What follows belongs to an exercise in optimizing a design on an open flow for small area; a production flow would make more cautious choices.
The RTL was checked by simulation tests, not by an equivalence proof against the original design.
Power figures rest on the tool's default switching activity, not on a simulated workload.

===== flow/design.v =====
package scope_pkg;
    typedef enum logic [2:0] {
        ST_FILL    = 3'd0,
        ST_ARMED   = 3'd1,
        ST_POST    = 3'd2,
        ST_READOUT = 3'd3,
        ST_DONE    = 3'd4
    } cap_state_e;
    localparam logic [63:0] HEADER_WORD = {64{1'b1}};
endpackage
module capture_ram #(
    parameter int DATA_W = 12,
    parameter int DEPTH  = 256,
    parameter int CW     = 3,
    localparam int AW    = $clog2(DEPTH),
    localparam int RL    = 1 << CW,
    localparam int NR    = DEPTH / RL
) (
    input  logic              clk_i,
    input  logic              rst_i,
    input  logic              wr_en_i,      
    input  logic [AW-1:0]     wr_ptr_i,
    input  logic [DATA_W-1:0] wr_data_i,
    input  logic [AW-1:0]     rd_base_i,    
    input  logic [AW-1:0]     rd_addr_i,
    output logic [DATA_W-1:0] rd_data_o
);
    localparam int RW = AW - CW;
    logic [CW-1:0]     ph_q;
    logic [DATA_W-1:0] ws [RL];
    logic [RL-1:0]     ws_pend_q;
    logic [DATA_W-1:0] rs [RL];
    logic [RL*DATA_W-1:0] ring_q [NR];
    logic [DATA_W-1:0] ring_out [NR];
    logic [RW-1:0] wr_ring;
    logic          ring_wr;
    logic [DATA_W-1:0] ring_wdata;
    assign wr_ring    = (ph_q < wr_ptr_i[CW-1:0]) ? wr_ptr_i[AW-1:CW] : wr_ptr_i[AW-1:CW] - RW'(1);
    assign ring_wr    = ws_pend_q[ph_q];
    assign ring_wdata = ws[ph_q];
    logic [RW-1:0] rd_ring;
    assign rd_ring = (ph_q >= rd_base_i[CW-1:0]) ? rd_base_i[AW-1:CW] : rd_base_i[AW-1:CW] + RW'(1);
    always_ff @(posedge clk_i) begin
        if (rst_i) begin
            ph_q      <= '0;
            ws_pend_q <= '0;
        end else begin
            ph_q <= ph_q + CW'(1);
            for (int c = 0; c < RL; c++) begin
                if (wr_en_i && wr_ptr_i[CW-1:0] == CW'(c)) ws_pend_q[c] <= 1'b1;
                else if (ph_q == CW'(c))                    ws_pend_q[c] <= 1'b0;
            end
        end
    end
    always_ff @(posedge clk_i) begin
        if (wr_en_i) ws[wr_ptr_i[CW-1:0]] <= wr_data_i;
        rs[ph_q] <= ring_out[rd_ring];
    end
    for (genvar r = 0; r < NR; r++) begin : g_ring
        assign ring_out[r] = ring_q[r][RL*DATA_W-1 -: DATA_W];
        always_ff @(posedge clk_i) begin
            ring_q[r] <= {ring_q[r][(RL-1)*DATA_W-1:0],
                          (ring_wr && wr_ring == RW'(r)) ? ring_wdata : ring_out[r]};
        end
    end
    assign rd_data_o = rs[rd_addr_i[CW-1:0]];
endmodule
module capture_buffer #(
    parameter int DATA_W   = 12,
    parameter int DEPTH    = 256,
    parameter int PRE_TRIG = 64
) (
    input  logic              i_clk,
    input  logic              i_RESET,
    input  logic              i_response_valid,
    input  logic [DATA_W-1:0] i_sample_data,
    input  logic              i_trigger,
    output logic [DATA_W-1:0] o_data,
    output logic              o_valid,
    output logic              o_last,
    input  logic              i_ready,
    output logic              o_TRANSFER_DONE,
    output logic              o_armed
);
    localparam int AW = $clog2(DEPTH);
    localparam logic [AW-1:0] PRE_LAST = AW'(PRE_TRIG - 1);
    scope_pkg::cap_state_e state_q, state_d;
    logic [AW-1:0]     wr_ptr_q, wr_ptr_d;
    logic [AW-1:0]     rd_ptr_q, rd_ptr_d;
    logic [AW-1:0]     wr_ptr_inc, rd_ptr_inc;
    logic              o_valid_q, o_valid_d;
    logic              wr_en, xfer, last;
    assign wr_ptr_inc = wr_ptr_q + AW'(1);
    assign rd_ptr_inc = rd_ptr_q + AW'(1);
    assign xfer = o_valid_q && i_ready;
    assign last = (rd_ptr_inc == wr_ptr_q);
    capture_ram #(.DATA_W(DATA_W), .DEPTH(DEPTH)) u_ram (
        .clk_i     (i_clk),
        .rst_i     (i_RESET),
        .wr_en_i   (wr_en),
        .wr_ptr_i  (wr_ptr_q),
        .wr_data_i (i_sample_data),
        .rd_base_i (xfer ? rd_ptr_inc : rd_ptr_q),
        .rd_addr_i (rd_ptr_q),
        .rd_data_o (o_data)
    );
    always_ff @(posedge i_clk) begin
        if (i_RESET) begin
            state_q   <= scope_pkg::ST_FILL;
            wr_ptr_q  <= '0;
            rd_ptr_q  <= '0;
            o_valid_q <= 1'b0;
        end else begin
            state_q   <= state_d;
            wr_ptr_q  <= wr_ptr_d;
            rd_ptr_q  <= rd_ptr_d;
            o_valid_q <= o_valid_d;
        end
    end
    always_comb begin
        state_d   = state_q;
        wr_ptr_d  = wr_ptr_q;
        rd_ptr_d  = rd_ptr_q;
        o_valid_d = o_valid_q;
        wr_en     = 1'b0;
        case (state_q)
            scope_pkg::ST_FILL: begin
                if (i_response_valid) begin
                    wr_en    = 1'b1;
                    wr_ptr_d = wr_ptr_inc;
                    if (wr_ptr_q == PRE_LAST) state_d = scope_pkg::ST_ARMED;
                end
            end
            scope_pkg::ST_ARMED: begin
                if (i_response_valid) begin
                    wr_en    = 1'b1;
                    wr_ptr_d = wr_ptr_inc;
                    if (!i_trigger) rd_ptr_d = rd_ptr_inc;
                end
                if (i_trigger) state_d = scope_pkg::ST_POST;
            end
            scope_pkg::ST_POST: begin
                if (i_response_valid) begin
                    wr_en    = 1'b1;
                    wr_ptr_d = wr_ptr_inc;
                    if (wr_ptr_inc == rd_ptr_q) state_d = scope_pkg::ST_READOUT;
                end
            end
            scope_pkg::ST_READOUT: begin
                o_valid_d = 1'b1;
                if (xfer) begin
                    rd_ptr_d = rd_ptr_inc;
                    if (last) begin
                        o_valid_d = 1'b0;
                        state_d   = scope_pkg::ST_DONE;
                    end
                end
            end
            scope_pkg::ST_DONE: begin
                state_d  = scope_pkg::ST_FILL;
                wr_ptr_d = '0;
                rd_ptr_d = '0;
            end
            default: state_d = scope_pkg::ST_FILL;
        endcase
    end
    assign o_valid = o_valid_q;
    assign o_last  = o_valid_q && last;
    assign o_TRANSFER_DONE = (state_q == scope_pkg::ST_DONE);
    assign o_armed         = (state_q == scope_pkg::ST_ARMED);
endmodule

===== flow/run.sh =====
#!/bin/bash
# synth_recipe.tcl (not shown) runs the flow's synth.tcl, then flattens the netlist and writes it again
# the make line also repeats each setting of config.mk as NAME=value (left out here)
make -C /OpenROAD-flow-scripts/flow DESIGN_CONFIG=/design/flow/config.mk WORK_HOME=/design/flow/orfs CLKGATE_MAP_FILE= SYNTH_SCRIPT=/design/flow/synth_recipe.tcl finish

===== flow/config.mk =====
export PLATFORM = sky130hd
export DESIGN_NAME = capture_buffer
export DESIGN_NICKNAME = capture_buffer
export VERILOG_FILES = /design/flow/design.v
export SDC_FILE = /design/flow/constraint.sdc
export NUM_CORES = 4
export LEC_CHECK = 0
export CAP_MARGIN = 20
export CORE_MARGIN = 2
export CORE_UTILIZATION = 55
export CTS_BUF_LIST = sky130_fd_sc_hd__clkbuf_4
export SLEW_MARGIN = 20

===== flow/constraint.sdc =====
create_clock -name core_clock -period 10.0 [get_ports {i_clk}]
set_input_delay 2.0000 -clock core_clock [delete_from_list [all_inputs] [get_ports {i_clk}]]
set_output_delay 2.0000 -clock core_clock [all_outputs]
set_load 0.01 [all_outputs]

==> flow_metrics.tcl, run 1 <==
set metrics [dict create \
    row_count 138 \
    drive_above_1_share_pct 21.0 \
    first_pass_iters 9 \
    tritoncts "built" \
    hold_depth 0 \
    syn_nets 5221 \
    synth_flop_cell "dfxtp_1" \
    clock-sinks 3298 \
    max_freq_ghz 0.138 \
    seq_power_share_pct 57.6 \
    clockBufferDepth 4 \
    worst_ep_arrival_time_ns 8.07 \
    root_buffer "clkbuf_4" \
    cts_resized 0 \
    wl_per_cell_um 22.3 \
    grt.overflow.total 0 \
    yosysWarnings 4 \
    finalClockSkew_ns 0.121 \
    p_per_area_nw_per_um2 284 \
    nets 5864 \
    synth_top_cells_by_count "dfxtp_1, nand2_1, o21ai_0" \
    wirelength_mm 185 \
    hp-class "register to register" \
    gp_congestion 0.900 \
    yosys-top-cells-area "dfxtp_1, edfxtp_1, o21ai_0" \
    core_um2 142000 \
    vias_per_cell 4.91 \
    setup_viol 0 \
    dr.first_iter.drc_count 3208 \
    cts_buffers 749 \
    cts.clk_slew.worst_paths_ns 0.07 \
    endpoint_kind "register" \
    outcome "finished clean" \
    io_pins 33 \
    hold_buffers 0 \
    design_area_um2 90800 \
    slew_headroom_pct 20.4 \
    yosys_register_bits 3298 \
    io_buffers 32 \
    final-instance-count-excl-fill 8264 \
    maxSlewViolCount 0 \
    setup.worst_path.end "u_ram.rs[2][5]$_DFFE_PP_" \
    period_needed_ns 7.26 \
    synth_cells 5183 \
    reg2reg_depth 14 \
    intPower_mw 20.0 \
    p_clk_share_pct 39.3 \
    setup_tns_ns 0 \
    final_hold_viol_count 0 \
    dieArea_um2 146000 \
    reg2reg_slack_ns 3.17 \
    place_area_um2 81300 \
    grt_pass1_wl_mm 265 \
    start_util_pct 55.5 \
    required_ns 10.81 \
    rsz0062_at_grt "no" \
    irDropWorstVdd_mv 0.177 \
    drc_errors 0 \
    synth_most_common_cell "dfxtp_1" \
    yosysSeqAreaShare_pct 86.2 \
    ys_types 85 \
    p_comb_share_pct 3.1 \
    hpwl_mm 118 \
    postCtsSetupBuffers 0 \
    clk_latency_ns 1.31 \
    die_w_um 383 \
    netlist_area_um2 78800 \
    netSwitchingFraction_pct 22.3 \
    grt_usage_pct 25.3 \
    avgSynthCellArea_um2 15.2 \
    switchingPower_mw 5.76 \
    grt_antenna_before_repair 11 \
    worst_pin_slew_ns 1.19 \
    cap_violations 0 \
    yosys.area.top_type "dfxtp_1" \
    ant_nets 0 \
    path_max_fanout 31 \
    synth_top_cell_area_share_pct 78.9 \
    timing.rr.start "rd_ptr_q[0]$_SDFFE_PP0P_" \
    grt_max_degree 55 \
    ys_async_sr_fraction_pct 0 \
    synth-edff-count 192 \
    path_class "primary input to register" \
    vias 40600 \
    die_y_um 383 \
    leakagePower_nw 35.8 \
    cts_max_level 6 \
    finalCritPeriodShare_pct 72.6 \
    n_fill_cell 10800 \
    syn_to_final_growth_pct 15.2 \
    setup.worst_path.start "i_ready" \
    dpl.cell_count 6963 \
    first_global_vias 39800 \
    worst_setup_path_start_kind "primary input" \
    worstReg2RegEnd "u_ram.rs[2][5]$_DFFE_PP_" \
]
## sequential cells by signal (all words and copies together), names as in the netlist, named ones only
| name | count |
|---|---|
| u_ram.ring_q | 3072 |
| u_ram.rs | 96 |
| u_ram.ws | 96 |
| rd_ptr_q | 8 |
| u_ram.ws_pend_q | 8 |
| wr_ptr_q | 8 |
| state_q | 3 |
| u_ram.ph_q | 3 |
| o_valid_q | 1 |
## critical path: stages
cell             delay [ns]
clkdlybuf4s50_1        0.61
nand3_2                0.22
nor3_1                 0.36
nor2_1                 0.18
inv_1                  0.16
ha_1                   0.33
o211a_1                0.38
o21ai_2                0.22
o21ai_2                0.68
nand2_2                0.68
nand2_1                0.52
a21oi_1                0.08
a2111oi_1              0.99
a41oi_1                0.64
## cell usage in the layout (no fill, tap or decap), types with 12 or more instances in the layout
| master | n |
|---|---|
| bufinv_16 | 13 |
| ha_1 | 21 |
| and3_1 | 20 |
| a21oi_1 | 92 |
| a221oi_1 | 20 |
| a32o_1 | 13 |
| a222oi_1 | 34 |
| nor2_1 | 110 |
| a22oi_1 | 65 |
| mux4_2 | 24 |
| mux2_2 | 14 |
| a32oi_1 | 23 |
| clkinv_2 | 13 |
| clkinv_1 | 114 |
| clkdlybuf4s50_1 | 32 |
| nand3_1 | 67 |
| inv_1 | 25 |
| o21ai_0 | 369 |
| o211ai_1 | 14 |
| mux2i_1 | 21 |
| nand2_1 | 404 |
| clkbuf_4 | 1120 |
| xnor2_1 | 20 |
| nor3_1 | 40 |
| a41oi_1 | 12 |
| nand4_1 | 12 |
| a22o_1 | 35 |
| buf_4 | 63 |
| dfxtp_1 | 3106 |
| diode_2 | 13 |
| edfxtp_1 | 192 |
## stage by stage
step | util, % | worst slack, ns | hold slack [ns] | power [mW]
after floorplan | - | 4.62 | 0.310 | 15.3
after global placement | 57.2 | 1.74 | 0.310 | 15.9
after detailed placement | 57.2 | 1.63 | 0.312 | 16.0
after CTS | 63.9 | 3.03 | 0.212 | 26.1
after global routing | 64.0 | 2.65 | 0.230 | 26.9
final | 64.0 | 2.74 | 0.237 | 25.8
## final cells by class
class / count / area [um2] / area share (%)
inverter: 25 / 93.8 / 0.103
sequential: 3298 / 67900 / 74.8
clock inverter: 166 / 1050 / 1.15
antenna: 13 / 32.5 / 0.0358
timing repair buffer: 97 / 832 / 0.916
clock buffer: 1120 / 8410 / 9.26
tap: 1890 / 2360 / 2.60
multi-input combinational: 1655 / 10100 / 11.1
## routing by layer
| metal | global-route usage (%) | up-vias | wire length, um | share of wire, % |
|---|---|---|---|---|
| li1 | - | 19300 | - | - |
| met2 | 37.6 | 1234 | 81700 | 44 |
| met4 | 9.42 | 0 | 4170 | 2.3 |
| met5 | 0 | - | 0 | 0 |
| met3 | 5.61 | 237 | 10100 | 5.5 |
| met1 | 36.5 | 19800 | 88600 | 48 |
## power groups by stage
stage / sequential [mW] / combinational [mW] / clock (mW)
after global placement: 15.1 / 0.782 / 0
final: 14.9 / 0.800 / 10.1
after floorplan: 14.9 / 0.386 / 0
after detailed placement: 15.2 / 0.794 / 0
after global routing: 14.9 / 0.849 / 11.2
after CTS: 14.9 / 0.800 / 10.4
## kinds of logic after synthesis
group	synth area share (%)
DFF	86.2
AOI/OAI and AO/OA	6.43
and+or+nand+nor	4.31
buffers and inverters	1.22
muxes	1.15
xor gates and xnor gates	0.344
adders and majority gates	0.333
## worst min-delay path by stage
| stage | to | from | slack, ns |
|---|---|---|---|
| after detailed placement | u_ram.ring_q[21][21]$_DFF_P_ | u_ram.ring_q[21][9]$_DFF_P_ | 0.31 |
| after CTS | u_ram.ring_q[26][14]$_DFF_P_ | u_ram.ring_q[26][2]$_DFF_P_ | 0.21 |
| after global placement | u_ram.ring_q[4][28]$_DFF_P_ | u_ram.ring_q[4][16]$_DFF_P_ | 0.31 |
| final | u_ram.ring_q[17][37]$_DFF_P_ | u_ram.ring_q[17][25]$_DFF_P_ | 0.24 |
| after global routing | u_ram.ring_q[17][37]$_DFF_P_ | u_ram.ring_q[17][25]$_DFF_P_ | 0.23 |
| after floorplan | u_ram.ring_q[0][12]$_DFF_P_ | u_ram.ring_q[0][0]$_DFF_P_ | 0.31 |
==> run 2, diff against run 1 <==
--- a/flow/config.mk
+++ b/flow/config.mk
@@ -7,6 +7,5 @@
 export LEC_CHECK = 0
 export CAP_MARGIN = 20
 export CORE_MARGIN = 2
-export CORE_UTILIZATION = 55
-export CTS_BUF_LIST = sky130_fd_sc_hd__clkbuf_4
+export CORE_UTILIZATION = 40
 export SLEW_MARGIN = 20
==> run 2 against run 1 <==
Compared with the run above:
- final cell count shrank 0.46%
- register-to-register slack gained 0.13 ns
- first-iteration DRC count increased by 5.6%
- area after synthesis unchanged
- maximum frequency down 2.2%
- power is 5.5% higher
- clock power rose by 14%
- flip-flop and latch count unchanged
- clock-buffer cell count decreased by 679
- sequential share of layout area is 1.2 points lower
- via count decreased by 6.3%
- largest power group unchanged
==> flow_metrics.tcl, run 2 <==
set metrics [dict create \
    worst_ep_arrival_time_ns 7.86 \
    io_buffers 32 \
    drc_errors 0 \
    finalCritPeriodShare_pct 74.2 \
    clockBufferDepth 4 \
    avgSynthCellArea_um2 15.2 \
    cts_resized 0 \
    final_cell_mix "dfxtp_1, nand2_1, o21ai_0" \
    drive_above_1_share_pct 11.2 \
    ys_types 85 \
    setup_viol 0 \
    rsz0062_at_grt "no" \
    worst_pin_slew_ns 1.10 \
    dieArea_um2 201000 \
    first_pass_iters 9 \
    critPathMostFrequentCell "o21ai_2" \
    setup_tns_ns 0 \
    grt_pass1_wl_mm 259 \
    die_w_um 448 \
    vias_per_cell 4.62 \
    outcome "finished clean" \
    irDropWorstVdd_mv 0.157 \
    cap_violations 0 \
    slowest_stage "a221oi_2" \
    largest_register "u_ram.ring_q" \
    row_count 162 \
    cts_buffers 311 \
    finalClockSkew_ns 0.0715 \
    slowest_delay_ns 1.00 \
    p_per_area_nw_per_um2 295 \
    core_um2 195000 \
    design_area_um2 92300 \
    synth_most_common_cell "dfxtp_1" \
    tritoncts "built" \
    wl_per_cell_um 22.2 \
    cp_cell_sequence "clkdlybuf4s50_1 > nand3_2 > nor3_1 > nor2_1 > inv_1 > ha_1 > o211a_1 > o21ai_2 > o21ai_2 > nand2_2 > a221oi_2 > or2_1 > a41oi_1" \
    clk_latency_ns 0.93 \
    syn_nets 5221 \
    gp_congestion 0.885 \
    grt_antenna_before_repair 7 \
    grt_usage_pct 18.1 \
    hpwl_mm 118 \
    required_ns 10.44 \
    worst_setup_path_start_kind "primary input" \
    hold_buffers 0 \
    endpoint_kind "register" \
    clock-sinks 3298 \
    wirelength_mm 183 \
    synth_flop_cell "dfxtp_1" \
    postCtsSetupBuffers 0 \
    reg2reg_slack_ns 3.30 \
    first_global_vias 36100 \
    synth_cells 5183 \
    nets 5408 \
    grt_max_degree 79 \
    dr.first_iter.drc_count 3389 \
    slew_headroom_pct 26.5 \
    start_util_pct 40.3 \
    maxSlewViolCount 0 \
    final_common_cell "dfxtp_1" \
    synth-edff-count 192 \
    yosysSeqAreaShare_pct 86.2 \
    hp-class "register to register" \
    final_hold_viol_count 0 \
    path_class "primary input to register" \
    yosys-top-cells-area "dfxtp_1, edfxtp_1, o21ai_0" \
    hold_depth 0 \
    yosys.area.top_type "dfxtp_1" \
    path_max_fanout 31 \
    vias 38000 \
    io_pins 33 \
    period_needed_ns 7.42 \
    leakagePower_nw 35.1 \
    reg2reg_depth 13 \
    root_buffer "clkbuf_16" \
    synth_top_cell_area_share_pct 78.9 \
    cts.clk_slew.worst_paths_ns 0.06 \
    max_freq_ghz 0.135 \
    synth_top_cells_by_count "dfxtp_1, nand2_1, o21ai_0" \
    grt.overflow.total 0 \
    ant_nets 0 \
    netlist_area_um2 78800 \
    cts_max_level 5 \
    ys_async_sr_fraction_pct 0 \
    n_fill_cell 16700 \
    fin_hold_ws_ns 0.277 \
    syn_to_final_growth_pct 17.1 \
    die_y_um 448 \
    yosysWarnings 4 \
    yosys_register_bits 3298 \
    largest_reg_flops 3072 \
    place_area_um2 82100 \
]
-- run 2: cell counts after synthesis --
Identical to the previous run, type by type.
-- run 2: critical path, delay by kind of cell --
| kind | cells | cell delay [ns] |
|---|---|---|
| AO/OA/AOI/OAI | 5 | 2.82 |
| AND/OR/NAND/NOR | 5 | 1.94 |
| adder cells (fa/ha/maj) | 1 | 0.34 |
| buffers and inverters | 2 | 0.74 |
-- run 2: worst paths after layout --
| check | startpoint | to |
|---|---|---|
| setup / recovery | i_ready | u_ram.rs[0][1]$_DFFE_PP_ |
| hold / removal | u_ram.ring_q[18][14]$_DFF_P_ | u_ram.ring_q[18][26]$_DFF_P_ |
| setup reg to reg | rd_ptr_q[0]$_SDFFE_PP0P_ | u_ram.rs[0][1]$_DFFE_PP_ |
| hold reg to reg | u_ram.ring_q[18][14]$_DFF_P_ | u_ram.ring_q[18][26]$_DFF_P_ |
-- run 2: power breakdown --
part           total [mW]  internal, mW  switching, mW
logic               0.800         0.194          0.607
clock network        11.5          6.87           4.68
registers            14.9          14.4          0.465
-- run 2: per-stage QoR --
step	util (%)	worst slack [ns]	std cells	total power [mW]
floorplan	-	4.62	5183	15.3
global placement	42.0	1.80	7680	15.9
detailed placement	42.0	1.78	7681	16.0
CTS	47.2	2.70	8220	27.5
global route	47.2	2.25	8221	28.1
finish	47.2	2.58	8226	27.2
-- run 2: logic make-up (layout without fill, tap and decap cells) --
family / Yosys count / in the layout / synth area share, %
AO/OA/AOI/OAI: 787 / 787 / 6.43
buffers and inverters: 230 / 643 / 1.22
multiplexers: 59 / 59 / 1.15
flip-flops: 3298 / 3298 / 86.2
XOR/XNOR: 31 / 31 / 0.344
other: 0 / 6 / 0
adder cells (fa/ha/maj): 21 / 21 / 0.333
AND/OR/NAND/NOR: 757 / 757 / 4.31
-- run 2: cell type report --
cell class	count	area [um2]	area share, %
diodes	6	15.0	0.0163
clock buffers	441	9080	9.84
clock inverters	98	1120	1.21
inverters	25	93.8	0.102
multi-input cells	1655	10100	10.9
flip-flops and latches	3298	67900	73.6
well taps	2624	3280	3.56
repair buffers	79	681	0.737
-- run 2: layer usage --
layer	routed length (um)	GRT usage [%]
met5	0	0
met4	6630	7.03
met3	11100	3.75
met2	77500	26.4
met1	87700	26.3
==> run 3, diff against run 2 <==
--- a/flow/design.v
+++ b/flow/design.v
@@ -29,7 +29,7 @@
     logic [CW-1:0]     ph_q;
     logic [DATA_W-1:0] ws [RL];
     logic [RL-1:0]     ws_pend_q;
-    logic [DATA_W-1:0] rs [RL];
+    logic [RL*DATA_W-1:0] rs_q;
     logic [RL*DATA_W-1:0] ring_q [NR];
     logic [DATA_W-1:0] ring_out [NR];
     logic [RW-1:0] wr_ring;
@@ -54,7 +54,7 @@
     end
     always_ff @(posedge clk_i) begin
         if (wr_en_i) ws[wr_ptr_i[CW-1:0]] <= wr_data_i;
-        rs[ph_q] <= ring_out[rd_ring];
+        rs_q <= {rs_q[(RL-1)*DATA_W-1:0], ring_out[rd_ring]};
     end
     for (genvar r = 0; r < NR; r++) begin : g_ring
         assign ring_out[r] = ring_q[r][RL*DATA_W-1 -: DATA_W];
@@ -63,7 +63,9 @@
                           (ring_wr && wr_ring == RW'(r)) ? ring_wdata : ring_out[r]};
         end
     end
-    assign rd_data_o = rs[rd_addr_i[CW-1:0]];
+    logic [CW-1:0] rs_sel;
+    assign rs_sel    = ph_q - CW'(1) - rd_addr_i[CW-1:0];
+    assign rd_data_o = rs_q[rs_sel*DATA_W +: DATA_W];
 endmodule
 module capture_buffer #(
     parameter int DATA_W   = 12,
--- a/flow/config.mk
+++ b/flow/config.mk
@@ -8,4 +8,7 @@
 export CAP_MARGIN = 20
 export CORE_MARGIN = 2
 export CORE_UTILIZATION = 40
+export CTS_BUF_LIST = sky130_fd_sc_hd__clkbuf_8
+export CTS_CLUSTER_DIAMETER = 60
+export CTS_CLUSTER_SIZE = 20
 export SLEW_MARGIN = 20
==> run 3 against run 2 <==
Compared with the run above:
- setup slack gained 0.71 ns
- final cell count decreased by 4.8%
- register-to-register slack gained 0.27 ns
- still clean
- clock skew is 0.016 ns lower
- clock-buffer cell count fell by 245
- first-iteration DRC count decreased by 8.2%
- area after synthesis shrank 0.96%
- design area down 8.1%
- global-route usage is 1.0 points lower
- hold slack improved by 0.0027 ns
==> flow_metrics.tcl, run 3 <==
set metrics [dict create \
    drc_errors 0 \
    ant_nets 0 \
    grt.overflow.total 0 \
    muxShareOfSynthArea_pct 1.92 \
    tritoncts "built" \
    start_util_pct 40.2 \
    cts_buffers 193 \
    largest_reg_flops 3072 \
    synth_fa_ha_area_share_pct 0.378 \
    yosys_register_bits 3295 \
    first_global_vias 34500 \
    setup_tns_ns 0 \
    use_met1_pct 24.0 \
    root_buffer "clkbuf_8" \
    rsz0062_at_grt "no" \
    first_pass_iters 6 \
    design_area_um2 84800 \
    irDropWorstVdd_mv 0.141 \
    n_fill_cell 17300 \
    dieArea_um2 199000 \
    clk_latency_ns 1.00 \
    avgSynthCellArea_um2 15.2 \
    gr-max-usage-layer "met2" \
    p_per_area_nw_per_um2 245 \
    yosysSeqAreaShare_pct 85.7 \
    wirelength_mm 171 \
    setup.worst_path.start "i_ready" \
    ys_types 101 \
    postCtsSetupBuffers 0 \
    multi_input_area_um2 10500 \
    clockBufferDepth 3 \
    grt_antenna_before_repair 11 \
    finalCritPeriodShare_pct 67.1 \
    final_cell_mix "dfxtp_1, nor2_1, a21oi_1" \
    wl_per_cell_um 21.8 \
    synth_top_cell_area_share_pct 82.0 \
    met3_usage_pct 2.50 \
    grt_pass1_wl_mm 244 \
    io_buffers 32 \
    dr.first_iter.drc_count 3112 \
    syn_to_final_growth_pct 8.66 \
    seqCellArea_um2 66900 \
    drive_above_1_share_pct 8.90 \
    maxSlewViolCount 0 \
    slowest_stage "o22ai_2" \
    synth_top_cells_by_count "dfxtp_1, nor2_1, a21oi_1" \
    path_class "primary input to register" \
    synth-edff-count 96 \
    worstReg2RegEnd "u_ram.rs_q[2]$_DFF_P_" \
    setup.worst_path.end "u_ram.rs_q[2]$_DFF_P_" \
    grt_max_degree 68 \
    yosys.area_share.simple_pct 4.34 \
    grt_usage_pct 17.1 \
    cts.clk_slew.worst_paths_ns 0.11 \
    clock-sinks 3295 \
    yosys.area.top_type "dfxtp_1" \
    io_pins 33 \
    cp_cell_sequence "clkdlybuf4s50_1 > nand2_2 > nor3_1 > nor2_1 > inv_1 > ha_1 > o211ai_1 > a21oi_2 > nand3_1 > o22ai_2 > a222oi_1 > o2111ai_1 > buf_4 > or2_1 > a41oi_2" \
    gr-usage-met2_pct 26.4 \
    max_freq_ghz 0.149 \
    vias 36000 \
    netlist_area_um2 78100 \
    core_um2 194000 \
    slowest_delay_ns 0.94 \
    timing.rr.start "rd_ptr_q[0]$_SDFFE_PP0P_" \
    worst_setup_path_start_kind "primary input" \
    synth_top_family_by_area "compound AO/OA/AOI/OAI gates" \
    hold_buffers 0 \
    reg2reg_depth 15 \
    ys_async_sr_fraction_pct 0 \
    final-instance-count-excl-fill 7828 \
    vias_per_cell 4.59 \
    dpl.cell_count 7585 \
    syn_nets 5190 \
    yosysWarnings 4 \
    period_needed_ns 6.71 \
    finalClockSkew_ns 0.0556 \
    path_max_fanout 23 \
    synth_cells 5150 \
    nets 5279 \
    synth_flop_cell "dfxtp_1" \
    die_w_um 446 \
    leakagePower_nw 32.0 \
    die_y_um 446 \
    largest_register "u_ram.ring_q" \
    synth_xor_area_share_pct 0.381 \
    synth_most_common_cell "dfxtp_1" \
    place_area_um2 81500 \
    reg2reg_slack_ns 3.57 \
    required_ns 10.81 \
    hpwl_mm 114 \
    endpoint_kind "register" \
    slew_headroom_pct 26.0 \
    cts_max_level 4 \
    gp_congestion 0.896 \
    yosys-top-cells-area "dfxtp_1, edfxtp_1, a21oi_1" \
    outcome "finished clean" \
    synth-compound-area-share_pct 5.99 \
    hp-class "register to register" \
    final_common_cell "dfxtp_1" \
    fin_util_pct 43.6 \
    worst_ep_arrival_time_ns 7.52 \
    setup_viol 0 \
    cap_violations 0 \
    final_hold_viol_count 0 \
    row_count 162 \
    worst_pin_slew_ns 1.11 \
    cts_resized 0 \
]
run 3: where the power goes:
part | internal, mW | switching [mW]
sequential | 13.9 | 0.331
clock | 1.97 | 3.80
combinational | 0.257 | 0.495
run 3: worst min-delay path by stage:
stage | startpoint | endpoint | cells after the start | slack (ns)
after floorplan | u_ram.ring_q[0][0]$_DFF_P_ | u_ram.ring_q[0][12]$_DFF_P_ | 0 | 0.31
after global placement | u_ram.ring_q[22][59]$_DFF_P_ | u_ram.ring_q[22][71]$_DFF_P_ | 0 | 0.31
after detailed placement | u_ram.ring_q[18][82]$_DFF_P_ | u_ram.ring_q[18][94]$_DFF_P_ | 0 | 0.31
after CTS | u_ram.ring_q[12][66]$_DFF_P_ | u_ram.ring_q[12][78]$_DFF_P_ | 0 | 0.29
after global routing | u_ram.ring_q[14][48]$_DFF_P_ | u_ram.ring_q[14][60]$_DFF_P_ | 0 | 0.29
final | u_ram.ring_q[12][66]$_DFF_P_ | u_ram.ring_q[12][78]$_DFF_P_ | 0 | 0.28
run 3: final cells by class:
cell class / count / share of cell area (%)
Sequential cell: 3295 / 78.9
Multi-Input combinational cell: 1625 / 12.4
Tap cell: 2542 / 3.75
Clock buffer: 196 / 3.18
Timing Repair Buffer: 105 / 1.07
Clock inverter: 40 / 0.633
Inverter: 19 / 0.0841
Antenna cell: 6 / 0.0177
run 3: kinds of logic (layout without fill, tap and decap cells):
logic type / Yosys count / after routing
adders and majority gates: 23 / 23
DFF: 3295 / 3295
and+or+nand+nor: 760 / 760
xor gates and xnor gates: 34 / 34
buffers and inverters: 230 / 360
AOI/OAI and AO/OA: 724 / 724
other: 0 / 6
muxes: 84 / 84
run 3: routing by layer:
metal | up-vias | wire length [um] | part of all wire (%)
li1 | 17200 | - | -
met1 | 17700 | 80200 | 47
met2 | 827 | 76000 | 44
met3 | 273 | 7780 | 4.6
met4 | 0 | 6900 | 4.0
met5 | - | 0 | 0
run 3: through the flow:
stage	hold slack (ns)	power [mW]	setup slack, ns
floorplan	0.310	14.8	4.78
global placement	0.309	15.3	2.50
detailed placement	0.312	15.3	2.51
CTS	0.290	21.0	3.31
global route	0.290	21.6	3.10
finish	0.280	20.8	3.29
run 3: worst max-delay path: cells and delay by family:
family,cells,cell delay (ns)
compound gates,6,2.21
simple gates,5,1.93
buf+inv,3,0.99
fa+ha+maj,1,0.37
==> run 4, diff against run 3 <==
--- a/flow/design.v
+++ b/flow/design.v
@@ -28,29 +28,18 @@
     localparam int RW = AW - CW;
     logic [CW-1:0]     ph_q;
     logic [DATA_W-1:0] ws [RL];
-    logic [RL-1:0]     ws_pend_q;
     logic [RL*DATA_W-1:0] rs_q;
     logic [RL*DATA_W-1:0] ring_q [NR];
     logic [DATA_W-1:0] ring_out [NR];
     logic [RW-1:0] wr_ring;
-    logic          ring_wr;
     logic [DATA_W-1:0] ring_wdata;
     assign wr_ring    = (ph_q < wr_ptr_i[CW-1:0]) ? wr_ptr_i[AW-1:CW] : wr_ptr_i[AW-1:CW] - RW'(1);
-    assign ring_wr    = ws_pend_q[ph_q];
     assign ring_wdata = ws[ph_q];
     logic [RW-1:0] rd_ring;
     assign rd_ring = (ph_q >= rd_base_i[CW-1:0]) ? rd_base_i[AW-1:CW] : rd_base_i[AW-1:CW] + RW'(1);
     always_ff @(posedge clk_i) begin
-        if (rst_i) begin
-            ph_q      <= '0;
-            ws_pend_q <= '0;
-        end else begin
-            ph_q <= ph_q + CW'(1);
-            for (int c = 0; c < RL; c++) begin
-                if (wr_en_i && wr_ptr_i[CW-1:0] == CW'(c)) ws_pend_q[c] <= 1'b1;
-                else if (ph_q == CW'(c))                    ws_pend_q[c] <= 1'b0;
-            end
-        end
+        if (rst_i) ph_q <= '0;
+        else       ph_q <= ph_q + CW'(1);
     end
     always_ff @(posedge clk_i) begin
         if (wr_en_i) ws[wr_ptr_i[CW-1:0]] <= wr_data_i;
@@ -60,7 +49,7 @@
         assign ring_out[r] = ring_q[r][RL*DATA_W-1 -: DATA_W];
         always_ff @(posedge clk_i) begin
             ring_q[r] <= {ring_q[r][(RL-1)*DATA_W-1:0],
-                          (ring_wr && wr_ring == RW'(r)) ? ring_wdata : ring_out[r]};
+                          (wr_ring == RW'(r)) ? ring_wdata : ring_out[r]};
         end
     end
     logic [CW-1:0] rs_sel;
--- a/flow/config.mk
+++ b/flow/config.mk
@@ -5,9 +5,10 @@
 export SDC_FILE = /design/flow/constraint.sdc
 export NUM_CORES = 4
 export LEC_CHECK = 0
+export ABC_AREA = 1
 export CAP_MARGIN = 20
 export CORE_MARGIN = 2
-export CORE_UTILIZATION = 40
+export CORE_UTILIZATION = 50
 export CTS_BUF_LIST = sky130_fd_sc_hd__clkbuf_8
 export CTS_CLUSTER_DIAMETER = 60
 export CTS_CLUSTER_SIZE = 20
==> run 4 against run 3 <==
Compared with the run above:
- area after synthesis grew 0.28%
- combinational power grew 76%
- clock-buffer cell count is the same
- final cell count grew 1.2%
- critical path depth shrank 6
- largest power group unchanged
- power grew 22%
- core utilization grew 10 points
- still clean on timing, DRC and antenna
- sequential share of layout area grew 0.59 points
- highest routed layer unchanged
- largest cell class unchanged
- register-to-register slack gained 1.3 ns
- design area shrank 0.98%
- first-iteration DRC count shrank 9.1%
==> flow_metrics.tcl, run 4 <==
set metrics [dict create \
    syn_nets 5764 \
    required_ns 8.00 \
    hpwl_mm 92.6 \
    period_needed_ns 6.97 \
    largest_register "u_ram.ring_q" \
    grt_pass1_wl_mm 218 \
    cap_violations 0 \
    io_buffers 32 \
    finalPower_mw 25.4 \
    cts_resized 0 \
    avgSynthCellArea_um2 13.7 \
    tritoncts "built" \
    drc_errors 0 \
    ys_async_sr_fraction_pct 0 \
    largest_reg_flops 3072 \
    outcome "finished clean" \
    die_y_um 400 \
    io_pins 33 \
    clock-sinks 3287 \
    setup_tns_ns 0 \
    dpl.cell_count 7681 \
    yosys_register_bits 3287 \
    clockBufferDepth 3 \
    grt_antenna_before_repair 7 \
    row_count 145 \
    yosys.area.top_type "dfxtp_1" \
    endpoint_kind "output port" \
    min_to "u_ram.ring_q[18][71]$_DFF_P_" \
    final-instance-count-excl-fill 7925 \
    worstHoldStart "u_ram.ring_q[18][59]$_DFF_P_" \
    cp_cell_sequence "buf_4 > inv_1 > fa_1 > buf_4 > inv_1 > o21ai_0 > nor2_1 > a31oi_1 > clkdlybuf4s50_1" \
    synth_most_common_cell "dfxtp_1" \
    grt_usage_pct 18.6 \
    path_class "register to output port" \
    dpl_worst_slack_ns 3.03 \
    dr.first_iter.drc_count 2829 \
    grt.overflow.total 0 \
    reg2reg_depth 22 \
    hp-class "register to register" \
    core_um2 156000 \
    n_fill_cell 12900 \
    root_buffer "clkbuf_8" \
    synth_cells 5734 \
    grt_max_degree 85 \
    hold_buffers 0 \
    first_global_vias 34300 \
    multi_input_area_um2 10200 \
    worstReg2RegEnd "u_ram.rs_q[3]$_DFF_P_" \
    worst_setup_path_start_kind "register" \
    die_w_um 400 \
    final_hold_viol_count 0 \
    rsz0062_at_grt "no" \
    synth-edff-count 96 \
    synth_flop_cell "dfxtp_1" \
    dieArea_um2 160000 \
    max_freq_ghz 0.144 \
    gp_congestion 0.837 \
    maxSlewViolCount 0 \
    worst_ep_arrival_time_ns 4.97 \
    hold_depth 0 \
    cts.clk_slew.worst_paths_ns 0.11 \
    wirelength_mm 149 \
    place_area_um2 80800 \
    synth_top_cells_by_count "dfxtp_1, nand2_1, nor2_1" \
    drive_above_1_share_pct 6.15 \
    ys_types 45 \
    slowest_delay_ns 0.72 \
    first_pass_iters 5 \
    design_area_um2 84000 \
    vias 36600 \
    irDropWorstVdd_mv 0.182 \
    seqCellArea_um2 66800 \
    slew_headroom_pct 30.2 \
    finalCritPeriodShare_pct 69.7 \
    nets 5848 \
    cts_max_level 4 \
    start_util_pct 50.2 \
    yosysSeqAreaShare_pct 85.3 \
    timing.rr.start "rd_ptr_q[1]$_SDFFE_PP0P_" \
    finalClockSkew_ns 0.0586 \
    cts_buffers 193 \
    reg2reg_slack_ns 4.86 \
    ant_nets 0 \
    synth_top_cell_area_share_pct 81.6 \
    leakagePower_nw 33.8 \
    setup.worst_path.start "u_ram.ph_q[1]$_SDFF_PP0_" \
    netlist_area_um2 78300 \
    postCtsSetupBuffers 0 \
    wl_per_cell_um 18.8 \
    path_max_fanout 37 \
    final_cell_mix "dfxtp_1, nand2_1, nor2_1" \
    slowest_stage "fa_1" \
    setup_viol 0 \
    p_per_area_nw_per_um2 302 \
    syn_to_final_growth_pct 7.30 \
    final_common_cell "dfxtp_1" \
    clk_latency_ns 0.96 \
    yosys-top-cells-area "dfxtp_1, nand2_1, edfxtp_1" \
    vias_per_cell 4.62 \
    worst_pin_slew_ns 1.05 \
    worst_slack_ns 3.03 \
    yosysWarnings 4 \
]
run 4: changes by cell type after synthesis, sizes merged, moves of 39 or more:
cell	change
buf	+39
a22oi	-43
nand3	+175
clkbuf	-58
nor2	+83
nand2	+585
nor3	-45
o21a	+189
mux4	-50
inv	+119
a21oi	-143
run 4: worst max-delay path: cells and delay by family, from the launching register on:
| kind | cells | cell delay (ns) |
|---|---|---|
| flip-flops | 1 | 0.32 |
| AO/OA/AOI/OAI | 2 | 0.54 |
| buffers and inverters | 5 | 2.30 |
| AND/OR/NAND/NOR | 1 | 0.05 |
| adder cells (fa/ha/maj) | 1 | 0.72 |
run 4: worst max path at each step:
| stage | to | slack (ns) | depth (start not counted) |
|---|---|---|---|
| 2_1_floorplan | u_ram.rs_q[10]$_DFF_P_ | 5.50 | 22 |
| 6_report | o_data[11] | 3.03 | 9 |
| 3_3_place_gp | u_ram.rs_q[9]$_DFF_P_ | 3.18 | 21 |
| 3_5_place_dp | u_ram.rs_q[3]$_DFF_P_ | 3.03 | 22 |
| 4_1_cts | o_data[11] | 2.90 | 9 |
| 5_1_grt | o_data[3] | 2.77 | 9 |
run 4: logic make-up (layout without fill, tap and decap cells):
family / after synthesis / in the layout / synth area share [%]
multiplexers: 12 / 12 / 0.153
other: 0 / 1 / 0
XOR/XNOR: 21 / 21 / 0.245
AO/OA/AOI/OAI: 604 / 604 / 4.65
AND/OR/NAND/NOR: 1467 / 1467 / 7.66
flip-flops: 3287 / 3287 / 85.3
adder cells (fa/ha/maj): 13 / 13 / 0.217
buffers and inverters: 330 / 462 / 1.79
run 4: metrics by stage:
step	hold WS [ns]	util, %
final	0.282	53.9
after global routing	0.266	53.9
after CTS	0.266	53.9
after detailed placement	0.312	51.8
after global placement	0.309	51.8
after floorplan	0.310	-
run 4: power breakdown:
group          switching (mW)  internal (mW)  total, mW
Clock                    3.79           1.91       5.70
Combinational           0.846          0.475       1.32
Sequential               1.26           17.1       18.4
Total                    5.90           19.5       25.4
run 4: final cells by class:
cell class / instances / share of cell area [%]
Antenna cell: 1 / 0.00298
Clock buffer: 196 / 3.21
Clock inverter: 47 / 0.596
Tap cell: 2058 / 3.07
Multi-Input combinational cell: 2117 / 12.2
Timing Repair Buffer: 81 / 0.837
Inverter: 138 / 0.627
Sequential cell: 3287 / 79.5
run 4: routing by layer:
metal  GRT usage [%]  share of wire (%)  up-vias
li1                -                  -    18300
met4            5.30                2.3        0
met1            28.7                 52    17500
met3            2.67                3.5      226
met5               0                  0        -
met2            27.1                 42      637

static timing again, ports no longer ideal:
How much do the figures lean on ideal ports? The routed layouts below were timed once more, with nothing changed but the port constraints.
Step 1: set_driving_cell puts a clkbuf_16 on i_clk and a buf_2 on each other input, an assumption about the parent block.
Step 2 times the ports against the registers' clock, not the clock port: input delays grow and output delays shrink by t, the midpoint of the rising clock arrivals with the driver on.
a / b / c = no drivers / after step 1 / after step 2; a / b = the first two.
run	t (ns)	setup WS [ns]	worst setup path after step 2	cell pins on the clock port's net
run 1	1.306	2.744 / 2.718 / 1.412	input to register	1
run 2	0.979	2.582 / 2.574 / 1.595	input to register	1
run 3	1.040	3.295 / 3.275 / 2.235	input to register	1
run 4	1.010	3.035 / 2.962 / 2.992	input to register	1
After both steps setup and hold are still met in every run listed. For run 1, which loses most, drivers alone change the setup slack by -0.026 ns; drivers and shift together by -1.332 ns.
